This design comes from an exercise in tuning for small area and a short achievable clock period on the open sky130 flow, not from production work. No functional check of the RTL was part of this run. Power and IR drop assume default switching activity.

===== design/flow/flow/run.sh =====
#!/bin/bash
# The standard layout, except that the ports are buffered with buf_2 cells
# instead of the delay-buffer cells buffer_ports picks by default.
set -euo pipefail
bash standard.sh "BUFFER_PORTS_ARGS=-buffer_cell sky130_fd_sc_hd__buf_2" finish > standard.log 2>&1

===== design/flow/standard.sh =====
#!/bin/bash
# synth_recipe.tcl (not shown) runs the flow's synth.tcl, then flattens the netlist and writes it again
# the make line also repeats each setting of config.mk as NAME=value (left out here)
make -C /OpenROAD-flow-scripts/flow DESIGN_CONFIG=/design/flow/config.mk WORK_HOME=/design/flow/orfs CLKGATE_MAP_FILE= SYNTH_SCRIPT=/design/flow/synth_recipe.tcl "${@:-finish}"

===== design/flow/config.mk =====
export PLATFORM = sky130hd
export DESIGN_NAME = multconst_pipe
export DESIGN_NICKNAME = multconst_pipe
export VERILOG_FILES = /design/flow/design.v
export SDC_FILE = /design/flow/constraint.sdc
export NUM_CORES = 4
export LEC_CHECK = 0
export CAP_MARGIN = 20
export CORE_MARGIN = 2
export CORE_UTILIZATION = 35
export SLEW_MARGIN = 20

===== design/flow/constraint.sdc =====
create_clock -name core_clock -period 7.0 [get_ports {clk}]
set_input_delay 1.4000 -clock core_clock [delete_from_list [all_inputs] [get_ports {clk}]]
set_output_delay 1.4000 -clock core_clock [all_outputs]
set_load 0.01 [all_outputs]

===== design/flow/design.v =====
package multconst_pkg;
  localparam int MAX_W   = 64;
  localparam int VEC_MAX = 1024;
  function automatic integer res_width(input integer din, input integer cw, input integer sh);
    res_width = din + cw - sh;
  endfunction
  function automatic logic [MAX_W-1:0] lane_slice(input logic [VEC_MAX-1:0] vec,
                                                  input integer lane, input integer width);
    logic [VEC_MAX-1:0] shifted;
    logic [MAX_W-1:0]   mask;
    shifted = vec >> (lane * width);
    mask    = {MAX_W{1'b1}} >> (MAX_W - width);
    lane_slice = shifted[MAX_W-1:0] & mask;
  endfunction
  function automatic logic [VEC_MAX-1:0] lane_place(input logic [MAX_W-1:0] val,
                                                    input integer lane, input integer width);
    logic [MAX_W-1:0] mask;
    mask = {MAX_W{1'b1}} >> (MAX_W - width);
    lane_place = VEC_MAX'(val & mask) << (lane * width);
  endfunction
  function automatic logic [MAX_W-1:0] round_shift(input logic [MAX_W-1:0] p, input integer sh);
    if (sh == 0) round_shift = p;
    else         round_shift = (p + (MAX_W'(1) << (sh - 1))) >> sh;
  endfunction
endpackage
module multconst_mul (
  input  logic [15:0] a,
  input  logic [17:0] a3,
  input  logic [5:0]  s1,
  input  logic [5:0]  s2,
  input  logic [5:0]  s3,
  input  logic [5:0]  s4,
  input  logic [5:0]  neg,
  input  logic        top,
  input  logic [15:0] corr,
  output logic [33:0] s,
  output logic [2:0] g,
  output logic [2:0] pr
);
  wire pp0_0 = ((s1[0] & a[0]) | (s3[0] & a3[0])) ^ neg[0];
  wire pp0_1 = ((s1[0] & a[1]) | (s2[0] & a[0]) | (s3[0] & a3[1])) ^ neg[0];
  wire pp0_2 = ((s1[0] & a[2]) | (s2[0] & a[1]) | (s3[0] & a3[2]) | (s4[0] & a[0])) ^ neg[0];
  wire pp0_3 = ((s1[0] & a[3]) | (s2[0] & a[2]) | (s3[0] & a3[3]) | (s4[0] & a[1])) ^ neg[0];
  wire pp0_4 = ((s1[0] & a[4]) | (s2[0] & a[3]) | (s3[0] & a3[4]) | (s4[0] & a[2])) ^ neg[0];
  wire pp0_5 = ((s1[0] & a[5]) | (s2[0] & a[4]) | (s3[0] & a3[5]) | (s4[0] & a[3])) ^ neg[0];
  wire pp0_6 = ((s1[0] & a[6]) | (s2[0] & a[5]) | (s3[0] & a3[6]) | (s4[0] & a[4])) ^ neg[0];
  wire pp0_7 = ((s1[0] & a[7]) | (s2[0] & a[6]) | (s3[0] & a3[7]) | (s4[0] & a[5])) ^ neg[0];
  wire pp0_8 = ((s1[0] & a[8]) | (s2[0] & a[7]) | (s3[0] & a3[8]) | (s4[0] & a[6])) ^ neg[0];
  wire pp0_9 = ((s1[0] & a[9]) | (s2[0] & a[8]) | (s3[0] & a3[9]) | (s4[0] & a[7])) ^ neg[0];
  wire pp0_10 = ((s1[0] & a[10]) | (s2[0] & a[9]) | (s3[0] & a3[10]) | (s4[0] & a[8])) ^ neg[0];
  wire pp0_11 = ((s1[0] & a[11]) | (s2[0] & a[10]) | (s3[0] & a3[11]) | (s4[0] & a[9])) ^ neg[0];
  wire pp0_12 = ((s1[0] & a[12]) | (s2[0] & a[11]) | (s3[0] & a3[12]) | (s4[0] & a[10])) ^ neg[0];
  wire pp0_13 = ((s1[0] & a[13]) | (s2[0] & a[12]) | (s3[0] & a3[13]) | (s4[0] & a[11])) ^ neg[0];
  wire pp0_14 = ((s1[0] & a[14]) | (s2[0] & a[13]) | (s3[0] & a3[14]) | (s4[0] & a[12])) ^ neg[0];
  wire pp0_15 = ((s1[0] & a[15]) | (s2[0] & a[14]) | (s3[0] & a3[15]) | (s4[0] & a[13])) ^ neg[0];
  wire pp0_16 = ((s2[0] & a[15]) | (s3[0] & a3[16]) | (s4[0] & a[14])) ^ neg[0];
  wire pp0_17 = ((s3[0] & a3[17]) | (s4[0] & a[15])) ^ neg[0];
  wire pp1_0 = ((s1[1] & a[0]) | (s3[1] & a3[0])) ^ neg[1];
  wire pp1_1 = ((s1[1] & a[1]) | (s2[1] & a[0]) | (s3[1] & a3[1])) ^ neg[1];
  wire pp1_2 = ((s1[1] & a[2]) | (s2[1] & a[1]) | (s3[1] & a3[2]) | (s4[1] & a[0])) ^ neg[1];
  wire pp1_3 = ((s1[1] & a[3]) | (s2[1] & a[2]) | (s3[1] & a3[3]) | (s4[1] & a[1])) ^ neg[1];
  wire pp1_4 = ((s1[1] & a[4]) | (s2[1] & a[3]) | (s3[1] & a3[4]) | (s4[1] & a[2])) ^ neg[1];
  wire pp1_5 = ((s1[1] & a[5]) | (s2[1] & a[4]) | (s3[1] & a3[5]) | (s4[1] & a[3])) ^ neg[1];
  wire pp1_6 = ((s1[1] & a[6]) | (s2[1] & a[5]) | (s3[1] & a3[6]) | (s4[1] & a[4])) ^ neg[1];
  wire pp1_7 = ((s1[1] & a[7]) | (s2[1] & a[6]) | (s3[1] & a3[7]) | (s4[1] & a[5])) ^ neg[1];
  wire pp1_8 = ((s1[1] & a[8]) | (s2[1] & a[7]) | (s3[1] & a3[8]) | (s4[1] & a[6])) ^ neg[1];
  wire pp1_9 = ((s1[1] & a[9]) | (s2[1] & a[8]) | (s3[1] & a3[9]) | (s4[1] & a[7])) ^ neg[1];
  wire pp1_10 = ((s1[1] & a[10]) | (s2[1] & a[9]) | (s3[1] & a3[10]) | (s4[1] & a[8])) ^ neg[1];
  wire pp1_11 = ((s1[1] & a[11]) | (s2[1] & a[10]) | (s3[1] & a3[11]) | (s4[1] & a[9])) ^ neg[1];
  wire pp1_12 = ((s1[1] & a[12]) | (s2[1] & a[11]) | (s3[1] & a3[12]) | (s4[1] & a[10])) ^ neg[1];
  wire pp1_13 = ((s1[1] & a[13]) | (s2[1] & a[12]) | (s3[1] & a3[13]) | (s4[1] & a[11])) ^ neg[1];
  wire pp1_14 = ((s1[1] & a[14]) | (s2[1] & a[13]) | (s3[1] & a3[14]) | (s4[1] & a[12])) ^ neg[1];
  wire pp1_15 = ((s1[1] & a[15]) | (s2[1] & a[14]) | (s3[1] & a3[15]) | (s4[1] & a[13])) ^ neg[1];
  wire pp1_16 = ((s2[1] & a[15]) | (s3[1] & a3[16]) | (s4[1] & a[14])) ^ neg[1];
  wire pp1_17 = ((s3[1] & a3[17]) | (s4[1] & a[15])) ^ neg[1];
  wire pp2_0 = ((s1[2] & a[0]) | (s3[2] & a3[0])) ^ neg[2];
  wire pp2_1 = ((s1[2] & a[1]) | (s2[2] & a[0]) | (s3[2] & a3[1])) ^ neg[2];
  wire pp2_2 = ((s1[2] & a[2]) | (s2[2] & a[1]) | (s3[2] & a3[2]) | (s4[2] & a[0])) ^ neg[2];
  wire pp2_3 = ((s1[2] & a[3]) | (s2[2] & a[2]) | (s3[2] & a3[3]) | (s4[2] & a[1])) ^ neg[2];
  wire pp2_4 = ((s1[2] & a[4]) | (s2[2] & a[3]) | (s3[2] & a3[4]) | (s4[2] & a[2])) ^ neg[2];
  wire pp2_5 = ((s1[2] & a[5]) | (s2[2] & a[4]) | (s3[2] & a3[5]) | (s4[2] & a[3])) ^ neg[2];
  wire pp2_6 = ((s1[2] & a[6]) | (s2[2] & a[5]) | (s3[2] & a3[6]) | (s4[2] & a[4])) ^ neg[2];
  wire pp2_7 = ((s1[2] & a[7]) | (s2[2] & a[6]) | (s3[2] & a3[7]) | (s4[2] & a[5])) ^ neg[2];
  wire pp2_8 = ((s1[2] & a[8]) | (s2[2] & a[7]) | (s3[2] & a3[8]) | (s4[2] & a[6])) ^ neg[2];
  wire pp2_9 = ((s1[2] & a[9]) | (s2[2] & a[8]) | (s3[2] & a3[9]) | (s4[2] & a[7])) ^ neg[2];
  wire pp2_10 = ((s1[2] & a[10]) | (s2[2] & a[9]) | (s3[2] & a3[10]) | (s4[2] & a[8])) ^ neg[2];
  wire pp2_11 = ((s1[2] & a[11]) | (s2[2] & a[10]) | (s3[2] & a3[11]) | (s4[2] & a[9])) ^ neg[2];
  wire pp2_12 = ((s1[2] & a[12]) | (s2[2] & a[11]) | (s3[2] & a3[12]) | (s4[2] & a[10])) ^ neg[2];
  wire pp2_13 = ((s1[2] & a[13]) | (s2[2] & a[12]) | (s3[2] & a3[13]) | (s4[2] & a[11])) ^ neg[2];
  wire pp2_14 = ((s1[2] & a[14]) | (s2[2] & a[13]) | (s3[2] & a3[14]) | (s4[2] & a[12])) ^ neg[2];
  wire pp2_15 = ((s1[2] & a[15]) | (s2[2] & a[14]) | (s3[2] & a3[15]) | (s4[2] & a[13])) ^ neg[2];
  wire pp2_16 = ((s2[2] & a[15]) | (s3[2] & a3[16]) | (s4[2] & a[14])) ^ neg[2];
  wire pp2_17 = ((s3[2] & a3[17]) | (s4[2] & a[15])) ^ neg[2];
  wire pp3_0 = ((s1[3] & a[0]) | (s3[3] & a3[0])) ^ neg[3];
  wire pp3_1 = ((s1[3] & a[1]) | (s2[3] & a[0]) | (s3[3] & a3[1])) ^ neg[3];
  wire pp3_2 = ((s1[3] & a[2]) | (s2[3] & a[1]) | (s3[3] & a3[2]) | (s4[3] & a[0])) ^ neg[3];
  wire pp3_3 = ((s1[3] & a[3]) | (s2[3] & a[2]) | (s3[3] & a3[3]) | (s4[3] & a[1])) ^ neg[3];
  wire pp3_4 = ((s1[3] & a[4]) | (s2[3] & a[3]) | (s3[3] & a3[4]) | (s4[3] & a[2])) ^ neg[3];
  wire pp3_5 = ((s1[3] & a[5]) | (s2[3] & a[4]) | (s3[3] & a3[5]) | (s4[3] & a[3])) ^ neg[3];
  wire pp3_6 = ((s1[3] & a[6]) | (s2[3] & a[5]) | (s3[3] & a3[6]) | (s4[3] & a[4])) ^ neg[3];
  wire pp3_7 = ((s1[3] & a[7]) | (s2[3] & a[6]) | (s3[3] & a3[7]) | (s4[3] & a[5])) ^ neg[3];
  wire pp3_8 = ((s1[3] & a[8]) | (s2[3] & a[7]) | (s3[3] & a3[8]) | (s4[3] & a[6])) ^ neg[3];
  wire pp3_9 = ((s1[3] & a[9]) | (s2[3] & a[8]) | (s3[3] & a3[9]) | (s4[3] & a[7])) ^ neg[3];
  wire pp3_10 = ((s1[3] & a[10]) | (s2[3] & a[9]) | (s3[3] & a3[10]) | (s4[3] & a[8])) ^ neg[3];
  wire pp3_11 = ((s1[3] & a[11]) | (s2[3] & a[10]) | (s3[3] & a3[11]) | (s4[3] & a[9])) ^ neg[3];
  wire pp3_12 = ((s1[3] & a[12]) | (s2[3] & a[11]) | (s3[3] & a3[12]) | (s4[3] & a[10])) ^ neg[3];
  wire pp3_13 = ((s1[3] & a[13]) | (s2[3] & a[12]) | (s3[3] & a3[13]) | (s4[3] & a[11])) ^ neg[3];
  wire pp3_14 = ((s1[3] & a[14]) | (s2[3] & a[13]) | (s3[3] & a3[14]) | (s4[3] & a[12])) ^ neg[3];
  wire pp3_15 = ((s1[3] & a[15]) | (s2[3] & a[14]) | (s3[3] & a3[15]) | (s4[3] & a[13])) ^ neg[3];
  wire pp3_16 = ((s2[3] & a[15]) | (s3[3] & a3[16]) | (s4[3] & a[14])) ^ neg[3];
  wire pp3_17 = ((s3[3] & a3[17]) | (s4[3] & a[15])) ^ neg[3];
  wire pp4_0 = ((s1[4] & a[0]) | (s3[4] & a3[0])) ^ neg[4];
  wire pp4_1 = ((s1[4] & a[1]) | (s2[4] & a[0]) | (s3[4] & a3[1])) ^ neg[4];
  wire pp4_2 = ((s1[4] & a[2]) | (s2[4] & a[1]) | (s3[4] & a3[2]) | (s4[4] & a[0])) ^ neg[4];
  wire pp4_3 = ((s1[4] & a[3]) | (s2[4] & a[2]) | (s3[4] & a3[3]) | (s4[4] & a[1])) ^ neg[4];
  wire pp4_4 = ((s1[4] & a[4]) | (s2[4] & a[3]) | (s3[4] & a3[4]) | (s4[4] & a[2])) ^ neg[4];
  wire pp4_5 = ((s1[4] & a[5]) | (s2[4] & a[4]) | (s3[4] & a3[5]) | (s4[4] & a[3])) ^ neg[4];
  wire pp4_6 = ((s1[4] & a[6]) | (s2[4] & a[5]) | (s3[4] & a3[6]) | (s4[4] & a[4])) ^ neg[4];
  wire pp4_7 = ((s1[4] & a[7]) | (s2[4] & a[6]) | (s3[4] & a3[7]) | (s4[4] & a[5])) ^ neg[4];
  wire pp4_8 = ((s1[4] & a[8]) | (s2[4] & a[7]) | (s3[4] & a3[8]) | (s4[4] & a[6])) ^ neg[4];
  wire pp4_9 = ((s1[4] & a[9]) | (s2[4] & a[8]) | (s3[4] & a3[9]) | (s4[4] & a[7])) ^ neg[4];
  wire pp4_10 = ((s1[4] & a[10]) | (s2[4] & a[9]) | (s3[4] & a3[10]) | (s4[4] & a[8])) ^ neg[4];
  wire pp4_11 = ((s1[4] & a[11]) | (s2[4] & a[10]) | (s3[4] & a3[11]) | (s4[4] & a[9])) ^ neg[4];
  wire pp4_12 = ((s1[4] & a[12]) | (s2[4] & a[11]) | (s3[4] & a3[12]) | (s4[4] & a[10])) ^ neg[4];
  wire pp4_13 = ((s1[4] & a[13]) | (s2[4] & a[12]) | (s3[4] & a3[13]) | (s4[4] & a[11])) ^ neg[4];
  wire pp4_14 = ((s1[4] & a[14]) | (s2[4] & a[13]) | (s3[4] & a3[14]) | (s4[4] & a[12])) ^ neg[4];
  wire pp4_15 = ((s1[4] & a[15]) | (s2[4] & a[14]) | (s3[4] & a3[15]) | (s4[4] & a[13])) ^ neg[4];
  wire pp4_16 = ((s2[4] & a[15]) | (s3[4] & a3[16]) | (s4[4] & a[14])) ^ neg[4];
  wire pp4_17 = ((s3[4] & a3[17]) | (s4[4] & a[15])) ^ neg[4];
  wire pp5_0 = ((s1[5] & a[0]) | (s3[5] & a3[0])) ^ neg[5];
  wire pp5_1 = ((s1[5] & a[1]) | (s2[5] & a[0]) | (s3[5] & a3[1])) ^ neg[5];
  wire pp5_2 = ((s1[5] & a[2]) | (s2[5] & a[1]) | (s3[5] & a3[2]) | (s4[5] & a[0])) ^ neg[5];
  wire pp5_3 = ((s1[5] & a[3]) | (s2[5] & a[2]) | (s3[5] & a3[3]) | (s4[5] & a[1])) ^ neg[5];
  wire pp5_4 = ((s1[5] & a[4]) | (s2[5] & a[3]) | (s3[5] & a3[4]) | (s4[5] & a[2])) ^ neg[5];
  wire pp5_5 = ((s1[5] & a[5]) | (s2[5] & a[4]) | (s3[5] & a3[5]) | (s4[5] & a[3])) ^ neg[5];
  wire pp5_6 = ((s1[5] & a[6]) | (s2[5] & a[5]) | (s3[5] & a3[6]) | (s4[5] & a[4])) ^ neg[5];
  wire pp5_7 = ((s1[5] & a[7]) | (s2[5] & a[6]) | (s3[5] & a3[7]) | (s4[5] & a[5])) ^ neg[5];
  wire pp5_8 = ((s1[5] & a[8]) | (s2[5] & a[7]) | (s3[5] & a3[8]) | (s4[5] & a[6])) ^ neg[5];
  wire pp5_9 = ((s1[5] & a[9]) | (s2[5] & a[8]) | (s3[5] & a3[9]) | (s4[5] & a[7])) ^ neg[5];
  wire pp5_10 = ((s1[5] & a[10]) | (s2[5] & a[9]) | (s3[5] & a3[10]) | (s4[5] & a[8])) ^ neg[5];
  wire pp5_11 = ((s1[5] & a[11]) | (s2[5] & a[10]) | (s3[5] & a3[11]) | (s4[5] & a[9])) ^ neg[5];
  wire pp5_12 = ((s1[5] & a[12]) | (s2[5] & a[11]) | (s3[5] & a3[12]) | (s4[5] & a[10])) ^ neg[5];
  wire pp5_13 = ((s1[5] & a[13]) | (s2[5] & a[12]) | (s3[5] & a3[13]) | (s4[5] & a[11])) ^ neg[5];
  wire pp5_14 = ((s1[5] & a[14]) | (s2[5] & a[13]) | (s3[5] & a3[14]) | (s4[5] & a[12])) ^ neg[5];
  wire pp5_15 = ((s1[5] & a[15]) | (s2[5] & a[14]) | (s3[5] & a3[15]) | (s4[5] & a[13])) ^ neg[5];
  wire pp5_16 = ((s2[5] & a[15]) | (s3[5] & a3[16]) | (s4[5] & a[14])) ^ neg[5];
  wire pp5_17 = ((s3[5] & a3[17]) | (s4[5] & a[15])) ^ neg[5];
  wire pp6_0 = top & a[0];
  wire pp6_1 = top & a[1];
  wire pp6_2 = top & a[2];
  wire pp6_3 = top & a[3];
  wire pp6_4 = top & a[4];
  wire pp6_5 = top & a[5];
  wire pp6_6 = top & a[6];
  wire pp6_7 = top & a[7];
  wire pp6_8 = top & a[8];
  wire pp6_9 = top & a[9];
  wire pp6_10 = top & a[10];
  wire pp6_11 = top & a[11];
  wire pp6_12 = top & a[12];
  wire pp6_13 = top & a[13];
  wire pp6_14 = top & a[14];
  wire pp6_15 = top & a[15];
  wire ts0 = neg[1] ^ pp0_3;
  wire tc0 = neg[1] & pp0_3;
  wire ts1 = pp0_4 ^ pp1_1;
  wire tc1 = pp0_4 & pp1_1;
  wire ts2 = pp0_5 ^ pp1_2;
  wire tc2 = pp0_5 & pp1_2;
  wire u3 = neg[2] ^ pp0_6;
  wire w3 = u3 ^ pp1_3 ^ pp2_0;
  wire ts3 = w3 ^ tc2;
  wire tc3 = w3 ? tc2 : pp2_0;
  wire to3 = u3 ? pp1_3 : neg[2];
  wire u4 = pp0_7 ^ pp1_4;
  wire w4 = u4 ^ pp2_1 ^ to3;
  wire ts4 = w4 ^ tc3;
  wire tc4 = w4 ? tc3 : to3;
  wire to4 = u4 ? pp2_1 : pp0_7;
  wire u5 = pp0_8 ^ pp1_5;
  wire w5 = u5 ^ pp2_2 ^ to4;
  wire ts5 = w5 ^ tc4;
  wire tc5 = w5 ? tc4 : to4;
  wire to5 = u5 ? pp2_2 : pp0_8;
  wire u6 = neg[3] ^ pp0_9;
  wire w6 = u6 ^ pp1_6 ^ pp2_3;
  wire ts6 = w6 ^ pp3_0;
  wire tc6 = w6 ? pp3_0 : pp2_3;
  wire to6 = u6 ? pp1_6 : neg[3];
  wire ts7 = to5 ^ ts6;
  wire tc7 = to5 & ts6;
  wire u8 = pp0_10 ^ pp1_7;
  wire w8 = u8 ^ pp2_4 ^ pp3_1;
  wire ts8 = w8 ^ to6;
  wire tc8 = w8 ? to6 : pp3_1;
  wire to8 = u8 ? pp2_4 : pp0_10;
  wire ts9 = tc6 ^ ts8;
  wire tc9 = tc6 & ts8;
  wire u10 = pp0_11 ^ pp1_8;
  wire w10 = u10 ^ pp2_5 ^ pp3_2;
  wire ts10 = w10 ^ to8;
  wire tc10 = w10 ? to8 : pp3_2;
  wire to10 = u10 ? pp2_5 : pp0_11;
  wire ts11 = tc8 ^ ts10;
  wire tc11 = tc8 & ts10;
  wire u12 = neg[4] ^ pp0_12;
  wire w12 = u12 ^ pp1_9 ^ pp2_6;
  wire ts12 = w12 ^ pp3_3;
  wire tc12 = w12 ? pp3_3 : pp2_6;
  wire to12 = u12 ? pp1_9 : neg[4];
  wire u13 = pp4_0 ^ to10;
  wire w13 = u13 ^ tc10 ^ ts12;
  wire ts13 = w13 ^ tc11;
  wire tc13 = w13 ? tc11 : ts12;
  wire to13 = u13 ? tc10 : pp4_0;
  wire u14 = pp0_13 ^ pp1_10;
  wire w14 = u14 ^ pp2_7 ^ pp3_4;
  wire ts14 = w14 ^ pp4_1;
  wire tc14 = w14 ? pp4_1 : pp3_4;
  wire to14 = u14 ? pp2_7 : pp0_13;
  wire u15 = to12 ^ tc12;
  wire w15 = u15 ^ ts14 ^ to13;
  wire ts15 = w15 ^ tc13;
  wire tc15 = w15 ? tc13 : to13;
  wire to15 = u15 ? ts14 : to12;
  wire u16 = pp0_14 ^ pp1_11;
  wire w16 = u16 ^ pp2_8 ^ pp3_5;
  wire ts16 = w16 ^ pp4_2;
  wire tc16 = w16 ? pp4_2 : pp3_5;
  wire to16 = u16 ? pp2_8 : pp0_14;
  wire u17 = to14 ^ tc14;
  wire w17 = u17 ^ ts16 ^ to15;
  wire ts17 = w17 ^ tc15;
  wire tc17 = w17 ? tc15 : to15;
  wire to17 = u17 ? ts16 : to14;
  wire u18 = neg[5] ^ pp0_15;
  wire w18 = u18 ^ pp1_12 ^ pp2_9;
  wire ts18 = w18 ^ pp3_6;
  wire tc18 = w18 ? pp3_6 : pp2_9;
  wire to18 = u18 ? pp1_12 : neg[5];
  wire u19 = pp4_3 ^ pp5_0;
  wire w19 = u19 ^ to16 ^ tc16;
  wire ts19 = w19 ^ ts18;
  wire tc19 = w19 ? ts18 : tc16;
  wire to19 = u19 ? to16 : pp4_3;
  wire ts20 = to17 ^ ts19;
  wire tc20 = to17 & ts19;
  wire u21 = pp0_16 ^ pp1_13;
  wire w21 = u21 ^ pp2_10 ^ pp3_7;
  wire ts21 = w21 ^ pp4_4;
  wire tc21 = w21 ? pp4_4 : pp3_7;
  wire to21 = u21 ? pp2_10 : pp0_16;
  wire u22 = pp5_1 ^ to18;
  wire w22 = u22 ^ tc18 ^ to19;
  wire ts22 = w22 ^ ts21;
  wire tc22 = w22 ? ts21 : to19;
  wire to22 = u22 ? tc18 : pp5_1;
  wire ts23 = tc19 ^ ts22;
  wire tc23 = tc19 & ts22;
  wire u24 = pp0_17 ^ pp1_14;
  wire w24 = u24 ^ pp2_11 ^ pp3_8;
  wire ts24 = w24 ^ pp4_5;
  wire tc24 = w24 ? pp4_5 : pp3_8;
  wire to24 = u24 ? pp2_11 : pp0_17;
  wire u25 = pp5_2 ^ to21;
  wire w25 = u25 ^ tc21 ^ ts24;
  wire ts25 = w25 ^ to22;
  wire tc25 = w25 ? to22 : ts24;
  wire to25 = u25 ? tc21 : pp5_2;
  wire ts26 = tc22 ^ ts25;
  wire tc26 = tc22 & ts25;
  wire u27 = corr[0] ^ pp6_0;
  wire w27 = u27 ^ pp1_15 ^ pp2_12;
  wire ts27 = w27 ^ pp3_9;
  wire tc27 = w27 ? pp3_9 : pp2_12;
  wire to27 = u27 ? pp1_15 : corr[0];
  wire u28 = pp4_6 ^ pp5_3;
  wire w28 = u28 ^ to24 ^ tc24;
  wire ts28 = w28 ^ ts27;
  wire tc28 = w28 ? ts27 : tc24;
  wire to28 = u28 ? to24 : pp4_6;
  wire ts29 = to25 ^ tc25 ^ ts28;
  wire tc29 = (to25 & tc25) | (to25 & ts28) | (tc25 & ts28);
  wire u30 = corr[1] ^ pp6_1;
  wire w30 = u30 ^ pp1_16 ^ pp2_13;
  wire ts30 = w30 ^ pp3_10;
  wire tc30 = w30 ? pp3_10 : pp2_13;
  wire to30 = u30 ? pp1_16 : corr[1];
  wire u31 = pp4_7 ^ pp5_4;
  wire w31 = u31 ^ to27 ^ tc27;
  wire ts31 = w31 ^ to28;
  wire tc31 = w31 ? to28 : tc27;
  wire to31 = u31 ? to27 : pp4_7;
  wire ts32 = ts30 ^ tc28 ^ ts31;
  wire tc32 = (ts30 & tc28) | (ts30 & ts31) | (tc28 & ts31);
  wire u33 = corr[2] ^ pp6_2;
  wire w33 = u33 ^ pp1_17 ^ pp2_14;
  wire ts33 = w33 ^ pp3_11;
  wire tc33 = w33 ? pp3_11 : pp2_14;
  wire to33 = u33 ? pp1_17 : corr[2];
  wire u34 = pp4_8 ^ pp5_5;
  wire w34 = u34 ^ to30 ^ to31;
  wire ts34 = w34 ^ tc30;
  wire tc34 = w34 ? tc30 : to31;
  wire to34 = u34 ? to30 : pp4_8;
  wire ts35 = ts33 ^ ts34 ^ tc31;
  wire tc35 = (ts33 & ts34) | (ts33 & tc31) | (ts34 & tc31);
  wire u36 = corr[3] ^ pp6_3;
  wire w36 = u36 ^ pp2_15 ^ pp3_12;
  wire ts36 = w36 ^ pp4_9;
  wire tc36 = w36 ? pp4_9 : pp3_12;
  wire to36 = u36 ? pp2_15 : corr[3];
  wire u37 = pp5_6 ^ to33;
  wire w37 = u37 ^ to34 ^ tc33;
  wire ts37 = w37 ^ ts36;
  wire tc37 = w37 ? ts36 : tc33;
  wire to37 = u37 ? to34 : pp5_6;
  wire ts38 = tc34 ^ ts37;
  wire tc38 = tc34 & ts37;
  wire u39 = corr[4] ^ pp6_4;
  wire w39 = u39 ^ pp2_16 ^ pp3_13;
  wire ts39 = w39 ^ pp4_10;
  wire tc39 = w39 ? pp4_10 : pp3_13;
  wire to39 = u39 ? pp2_16 : corr[4];
  wire u40 = pp5_7 ^ to36;
  wire w40 = u40 ^ tc36 ^ to37;
  wire ts40 = w40 ^ ts39;
  wire tc40 = w40 ? ts39 : to37;
  wire to40 = u40 ? tc36 : pp5_7;
  wire ts41 = tc37 ^ ts40;
  wire tc41 = tc37 & ts40;
  wire u42 = corr[5] ^ pp6_5;
  wire w42 = u42 ^ pp2_17 ^ pp3_14;
  wire ts42 = w42 ^ pp4_11;
  wire tc42 = w42 ? pp4_11 : pp3_14;
  wire to42 = u42 ? pp2_17 : corr[5];
  wire u43 = pp5_8 ^ to39;
  wire w43 = u43 ^ tc39 ^ ts42;
  wire ts43 = w43 ^ to40;
  wire tc43 = w43 ? to40 : ts42;
  wire to43 = u43 ? tc39 : pp5_8;
  wire ts44 = tc40 ^ ts43;
  wire tc44 = tc40 & ts43;
  wire u45 = corr[6] ^ pp6_6;
  wire w45 = u45 ^ pp3_15 ^ pp4_12;
  wire ts45 = w45 ^ pp5_9;
  wire tc45 = w45 ? pp5_9 : pp4_12;
  wire to45 = u45 ? pp3_15 : corr[6];
  wire u46 = to42 ^ tc42;
  wire w46 = u46 ^ ts45 ^ to43;
  wire ts46 = w46 ^ tc43;
  wire tc46 = w46 ? tc43 : to43;
  wire to46 = u46 ? ts45 : to42;
  wire u47 = corr[7] ^ pp6_7;
  wire w47 = u47 ^ pp3_16 ^ pp4_13;
  wire ts47 = w47 ^ pp5_10;
  wire tc47 = w47 ? pp5_10 : pp4_13;
  wire to47 = u47 ? pp3_16 : corr[7];
  wire u48 = to45 ^ tc45;
  wire w48 = u48 ^ ts47 ^ to46;
  wire ts48 = w48 ^ tc46;
  wire tc48 = w48 ? tc46 : to46;
  wire to48 = u48 ? ts47 : to45;
  wire u49 = corr[8] ^ pp6_8;
  wire w49 = u49 ^ pp3_17 ^ pp4_14;
  wire ts49 = w49 ^ pp5_11;
  wire tc49 = w49 ? pp5_11 : pp4_14;
  wire to49 = u49 ? pp3_17 : corr[8];
  wire u50 = to47 ^ tc47;
  wire w50 = u50 ^ ts49 ^ to48;
  wire ts50 = w50 ^ tc48;
  wire tc50 = w50 ? tc48 : to48;
  wire to50 = u50 ? ts49 : to47;
  wire u51 = corr[9] ^ pp6_9;
  wire w51 = u51 ^ pp4_15 ^ pp5_12;
  wire ts51 = w51 ^ to49;
  wire tc51 = w51 ? to49 : pp5_12;
  wire to51 = u51 ? pp4_15 : corr[9];
  wire ts52 = tc49 ^ ts51 ^ to50;
  wire tc52 = (tc49 & ts51) | (tc49 & to50) | (ts51 & to50);
  wire u53 = corr[10] ^ pp6_10;
  wire w53 = u53 ^ pp4_16 ^ pp5_13;
  wire ts53 = w53 ^ to51;
  wire tc53 = w53 ? to51 : pp5_13;
  wire to53 = u53 ? pp4_16 : corr[10];
  wire ts54 = tc51 ^ ts53;
  wire tc54 = tc51 & ts53;
  wire u55 = corr[11] ^ pp6_11;
  wire w55 = u55 ^ pp4_17 ^ pp5_14;
  wire ts55 = w55 ^ to53;
  wire tc55 = w55 ? to53 : pp5_14;
  wire to55 = u55 ? pp4_17 : corr[11];
  wire ts56 = tc53 ^ ts55;
  wire tc56 = tc53 & ts55;
  wire u57 = corr[12] ^ pp6_12;
  wire w57 = u57 ^ pp5_15 ^ to55;
  wire ts57 = w57 ^ tc55;
  wire tc57 = w57 ? tc55 : to55;
  wire to57 = u57 ? pp5_15 : corr[12];
  wire u58 = corr[13] ^ pp6_13;
  wire w58 = u58 ^ pp5_16 ^ to57;
  wire ts58 = w58 ^ tc57;
  wire tc58 = w58 ? tc57 : to57;
  wire to58 = u58 ? pp5_16 : corr[13];
  wire u59 = corr[14] ^ pp6_14;
  wire w59 = u59 ^ pp5_17 ^ to58;
  wire ts59 = w59 ^ tc58;
  wire tc59 = w59 ? tc58 : to58;
  wire to59 = u59 ? pp5_17 : corr[14];
  wire ts60 = corr[15] ^ pp6_15 ^ to59;
  wire [33:0] row0 = {tc59, ts59, ts58, tc56, tc54, tc52, tc50, ts50, ts48, tc44, tc41, tc38, tc35, tc32, tc29, tc26, tc23, tc20, tc17, ts17, ts15, ts13, tc9, tc7, tc5, ts5, ts4, ts3, tc1, tc0, pp1_0, pp0_2, pp0_1, pp0_0};
  wire [33:0] row1 = {ts60, 1'b0, 1'b0, ts57, ts56, ts54, ts52, 1'b0, 1'b0, ts46, ts44, ts41, ts38, ts35, ts32, ts29, ts26, ts23, ts20, 1'b0, 1'b0, 1'b0, ts11, ts9, ts7, 1'b0, 1'b0, 1'b0, ts2, ts1, ts0, 1'b0, 1'b0, neg[0]};
  assign {g[0], s[7:0]} = {1'b0, row0[7:0]} + {1'b0, row1[7:0]};
  assign pr[0] = &(row0[7:0] ^ row1[7:0]);
  assign {g[1], s[15:8]} = {1'b0, row0[15:8]} + {1'b0, row1[15:8]};
  assign pr[1] = &(row0[15:8] ^ row1[15:8]);
  assign {g[2], s[23:16]} = {1'b0, row0[23:16]} + {1'b0, row1[23:16]};
  assign pr[2] = &(row0[23:16] ^ row1[23:16]);
  assign s[33:24] = row0[33:24] + row1[33:24];
endmodule
module multconst_pipe #(
  parameter int DATA_IN_WIDTH = 16,
  parameter int CONST_WIDTH   = 18,
  parameter int CONST_DEFAULT = 78125,
  parameter int LANES         = 4,
  parameter int STAGES        = 2,
  parameter int SHIFT         = 0,
  localparam int RES_WIDTH    = DATA_IN_WIDTH + CONST_WIDTH - SHIFT
) (
  input  logic                           clk,
  input  logic                           reset_n,
  input  logic                           const_load,
  input  logic [CONST_WIDTH-1:0]         const_in,
  input  logic                           in_valid,
  output logic                           in_ready,
  input  logic [LANES*DATA_IN_WIDTH-1:0] op_a,
  output logic                           out_valid,
  input  logic                           out_ready,
  output logic [LANES*RES_WIDTH-1:0]     result,
  output logic                           busy
);
  localparam int ND = 6;                    
  localparam int AW = DATA_IN_WIDTH;
  localparam int A3W = DATA_IN_WIDTH + 2;   
  logic [CONST_WIDTH-1:0]  k;
  logic                    v0, v1;
  logic                    adv0, adv1;
  logic [LANES*AW-1:0]     a0;
  logic [LANES*A3W-1:0]    a30;
  logic [ND-1:0]           s10, s20, s30, s40, neg0;
  logic                    top0;
  logic [15:0]             corr0;
  logic [LANES*RES_WIDTH-1:0] s1r, sum;
  logic [LANES*3-1:0]         g1r, gen;
  logic [LANES*2-1:0]         p1r, prop;
  assign adv1 = !v1 || out_ready;
  assign adv0 = !v0 || adv1;
  always_ff @(posedge clk or negedge reset_n) begin
    if (!reset_n)        k <= CONST_WIDTH'(CONST_DEFAULT);
    else if (const_load) k <= const_in;
  end
  always_ff @(posedge clk or negedge reset_n) begin
    if (!reset_n) begin
      v0 <= 1'b0;
      v1 <= 1'b0;
    end else begin
      if (adv0) v0 <= in_valid;
      if (adv1) v1 <= v0;
    end
  end
  logic [ND-1:0] s1_k, s2_k, s3_k, s4_k, neg_k;
  logic [15:0]   nsum;
  always_comb begin
    logic [CONST_WIDTH+1:0] kx;
    kx = {2'b00, k};
    nsum = '0;
    for (int j = 0; j < ND; j++) begin
      logic [3:0] w;
      w = {kx[3*j+2], kx[3*j+1], kx[3*j], (j == 0) ? 1'b0 : kx[3*j-1]};
      s1_k[j]  = (w == 4'b0001) || (w == 4'b0010) || (w == 4'b1101) || (w == 4'b1110);
      s2_k[j]  = (w == 4'b0011) || (w == 4'b0100) || (w == 4'b1011) || (w == 4'b1100);
      s3_k[j]  = (w == 4'b0101) || (w == 4'b0110) || (w == 4'b1001) || (w == 4'b1010);
      s4_k[j]  = (w == 4'b0111) || (w == 4'b1000);
      neg_k[j] = w[3] && (w[2:0] != 3'b111);
      nsum[3*j] = neg_k[j];
    end
  end
  always_ff @(posedge clk) begin
    if (adv0 && in_valid) begin
      for (int i = 0; i < LANES; i++) begin
        a0[i*AW +: AW]    <= op_a[i*AW +: AW];
        a30[i*A3W +: A3W] <= {1'b0, op_a[i*AW +: AW], 1'b0} + A3W'(op_a[i*AW +: AW]);
      end
      s10   <= s1_k;
      s20   <= s2_k;
      s30   <= s3_k;
      s40   <= s4_k;
      neg0  <= neg_k;
      top0  <= k[CONST_WIDTH-1];
      corr0 <= -nsum;
    end
  end
  for (genvar i = 0; i < LANES; i++) begin : g_lane
    logic [2:0] pr_full;
    multconst_mul u_mul (
      .a    (a0[i*AW +: AW]),
      .a3   (a30[i*A3W +: A3W]),
      .s1   (s10),
      .s2   (s20),
      .s3   (s30),
      .s4   (s40),
      .neg  (neg0),
      .top  (top0),
      .corr (corr0),
      .s    (sum[i*RES_WIDTH +: RES_WIDTH]),
      .g    (gen[i*3 +: 3]),
      .pr   (pr_full)
    );
    assign prop[i*2 +: 2] = pr_full[2:1];
  end
  always_ff @(posedge clk or negedge reset_n) begin
    if (!reset_n) begin
      s1r <= '0;
      g1r <= '0;
      p1r <= '0;
    end else if (adv1 && v0) begin
      s1r <= sum;
      g1r <= gen;
      p1r <= prop;
    end
  end
  for (genvar i = 0; i < LANES; i++) begin : g_out
    logic [RES_WIDTH-1:0] sl;
    logic [2:0] g, c;
    logic [1:0] p;
    assign sl = s1r[i*RES_WIDTH +: RES_WIDTH];
    assign g  = g1r[i*3 +: 3];
    assign p  = p1r[i*2 +: 2];
    assign c[0] = g[0];
    assign c[1] = g[1] | (p[0] & g[0]);
    assign c[2] = g[2] | (p[1] & g[1]) | (p[1] & p[0] & g[0]);
    assign result[i*RES_WIDTH +: RES_WIDTH] = {sl[33:24] + 10'(c[2]), sl[23:16] + 8'(c[1]),
                                               sl[15:8] + 8'(c[0]), sl[7:0]};
  end
  assign in_ready  = reset_n && adv0;
  assign out_valid = v1;
  assign busy      = v0 || v1;
endmodule

==> impl_metrics.py <==
metrics = {
    "status": {
        "status": "no timing/DRC/antenna violations",
    },
    "critical_path": {
        "slowest_stage": "edfxtp_1",
        "cp_top_family": "adder cells",
        "worstPathRequired_ns": 7.53,
        "crit_chain": "buf_4 -> nand2_1 -> xnor2_1 -> xnor2_1 -> maj3_1 -> maj3_2 -> maj3_1 -> o21ai_2 -> nand2_1 -> a21oi_1 -> maj3_1 -> o21ai_0 -> ha_1 -> nand4_1 -> o2111a_1 -> or4b_1 -> o211ai_1 -> xnor2_1 -> o21ai_1",
        "max_stage_delay_ns": 0.85,
        "critPathLaunchType": "flop",
        "crit_arrival_ns": 6.41,
        "crit_type": "reg -> reg",
        "cp-end-kind": "flop",
        "r2r_start": "top0",
        "crit_buf_inv": 1,
        "worstSetupStartpoint": "top0",
        "crit_fanout": 22,
    },
    "yosys": {
        "synthTopCellsByArea": "xnor2_1 19%, edfxtp_1 12%, dfrtp_1 9.3%",
        "synthFlopType": "edfxtp_1",
        "ys_types": 89,
        "postSynthCellCount": 5173,
        "synthTopCellsByCount": "975 x xnor2_1, 471 x nand2_1, 293 x a221oi_1, 292 x a22o_1, 273 x xor2_1",
        "yosysMostFrequentCell": "xnor2_1",
        "ys_ff_latch": 351,
        "avgSynthCellArea_um2": 8.725,
        "synth_top_area_share": 0.1892,
        "ys_seq_area_frac": 0.2142,
        "yosysWarnings": 1,
        "async_flop_share": 0.5014,
        "syn_area_um2": 45140,
        "synth_edf_count": 175,
        "synth_top_area_cell": "xnor2_1",
        "synth_nets": 5530,
    },
    "clock_tree": {
        "clockBufferDepth": 3,
        "cts_resized": 0,
        "path_clk_slew_ns": 0.06,
        "numCtsBuffers": 46,
        "cts_root_buf": "clkbuf_16",
        "cts_hold_buf": 0,
        "postCtsSetupRepairBufs": 0,
        "insertion_delay_ns": 0.66,
        "tritoncts": "done",
        "clock-sinks": 351,
        "h-tree-depth": 2,
    },
    "pwr": {
        "irDropWorstVdd_uv": 432.6,
        "total_power_w": 0.02843,
        "powerDensity_nw_per_um2": 579.2,
        "p_leak_nw": 19.17,
    },
    "finish": {
        "nets": 5481,
        "areaGrowthSynthToFinish_pct": 8.735,
        "num-fill-cells": 12964,
        "drive_gt1_frac": 0.1025,
        "multi_input_area_um2": 32870,
        "regArea_um2": 9669,
    },
    "route": {
        "wl_per_cell_um": 25.31,
        "route.met2.wl_um": 70260,
        "drc": 0,
        "dr_total_vias": 40824,
        "detail-route-antenna-nets": 0,
        "wl_met1_um": 76710,
        "highest_layer": "met5",
        "vias_per_cell": 5.975,
        "wl_met3_um": 17270,
        "first_pass_iters": 7,
        "routed_wirelength_um": 172900,
        "drtIter0Drc": 5155,
    },
    "placed_design": {
        "portBuffers": 225,
        "gp_congestion": 1.001,
        "dp_hpwl_um": 129000,
    },
    "die": {
        "fp.coreArea_um2": 127800,
        "initial_core_util": 0.3530,
        "fp.dieH_um": 363.1,
        "pin_count": 226,
        "rows": 131,
        "die_area_um2": 131800,
        "fp.dieW_um": 363.1,
    },
    "timing": {
        "worst_pin_slew_ns": 1.183,
        "clock.fmax_mhz": 170.2,
        "hold_viol": 0,
        "setup_viol": 0,
        "max_slew_margin": 0.2113,
        "timing.final.crit_share": 0.8393,
        "finClkSkew_ns": 0.03931,
        "rsz0062_at_grt": "no",
        "setup_tns_ns": 0,
        "drv_slew": 0,
        "layout_min_cycle_time_ns": 5.875,
    },
    "global_route": {
        "antenna_found_initial": 14,
        "grt_pass1_wl_um": 254900,
        "grt_max_degree": 148,
        "grt_pass1_vias": 38701,
        "grt_usage": 0.2549,
        "overflow": 0,
    },
    "flow_run": {
        "cap_violations": 0,
    },
    "hold_path": {
        "hp-start": "s1r[7]",
        "hold_class": "reg -> reg",
    },
}
## logic make-up after synthesis
kind of cell | Yosys count | synth area share
muxes | 38 | 0.008954
AOI/OAI and AO/OA | 1387 | 0.2290
buffers and inverters | 621 | 0.05788
and+or+nand+nor | 986 | 0.09822
xor gates and xnor gates | 1286 | 0.2599
DFF | 351 | 0.2142
adders and majority gates | 504 | 0.1319
## worst min-delay path, delay by kind of cell, from the launching register on
family        cells  cell delay, ns
flops             1            0.34
simple gates      2            0.10
## cell type report
type / count / area share
clock inverter: 30 / 0.006068
multi-input combinational: 4201 / 0.6697
antenna: 9 / 0.0004589
inverter: 172 / 0.01315
timing repair buffer: 352 / 0.04525
clock buffer: 55 / 0.02603
sequential: 351 / 0.1970
tap: 1662 / 0.04237
## flip-flops by register name (all words and copies together), names as in the netlist, 8 cells and up
signal / flops
a0: 60
a30: 72
corr0: 13
g1r: 12
k: 18
p1r: 8
s1r: 136
## final timing paths
kind                            slack, ns       end  cells past startpoint
worst min register to register       0.47    s1r[7]                      2
max in group asynchronous            4.95  s1r[119]                      3
worst min-delay path                 0.47    s1r[7]                      2
min in group asynchronous            0.67   s1r[33]                      1
worst max register to register       1.12   s1r[67]                     19
worst max-delay path                 1.12   s1r[67]                     19
## cells in the final DEF (no fill, tap or decap), drive strengths merged, types with 59 or more instances in the layout
master and n:
maj3 234, edfxtp 175, ha 242, nor2 208
xnor2 982, dfrtp 168, and2 59, a22oi 118
o21ai 280, xor2 276, a22o 292, nand2 471
nand3 66, inv 177, a221oi 300, a21oi 139
buf 351
## layer usage
layer  up-vias  GRT usage
li1      18612          -
met1     19576     0.3563
met2      2169     0.3683
met3       459    0.06119
met4         8     0.1151
met5         -          0
## power breakdown
part	switching (W)	internal (W)
Combinational	0.0125	0.00973
Sequential	0.000857	0.00285
Clock	0.00103	0.00143
Total	0.0144	0.0140
## stage by stage
stage / std cells / utilization / setup WS [ns] / hold slack [ns] / cell area, µm²
floorplan: 5173 / - / 0.9135 / 0.4406 / 45140
CTS: 6823 / 0.3837 / 1.200 / 0.4734 / 49060
global placement: 6737 / 0.3712 / 1.111 / 0.4544 / 47450
detailed placement: 6738 / 0.3714 / 1.244 / 0.4598 / 47480
finish: 6832 / 0.3839 / 1.125 / 0.4673 / 49080
global route: 6828 / 0.3838 / 0.7929 / 0.4890 / 49070

-- what the ideal ports hide --
The results above use ideal ports. As a check the final layout listed here was re-extracted and re-timed, cells and wires unchanged.
Step 1 sets driving cells, clkbuf_16 on the clock port and buf_2 on the other inputs (assumed; they add their load-dependent delay and slew).
Step 2 moves the port delays by t, midway between the first and last clock arrival at a register: inputs arrive t later, outputs are due t later. That takes back most of the time a late clock gives input paths.
Three values: ideal ports, drivers, drivers and shift; two values: the first two.
t (ns): 0.719
setup slack, ns: 1.125 / 1.125 / 1.125
worst setup path at the end: register to register
worst slew at a driven data input, ns: 0.11
pins driven straight from the clock port: 1
After both steps setup and hold are still met in this run. For this run, drivers alone change the setup slack by 0.000 ns; drivers and shift together by 0.000 ns.
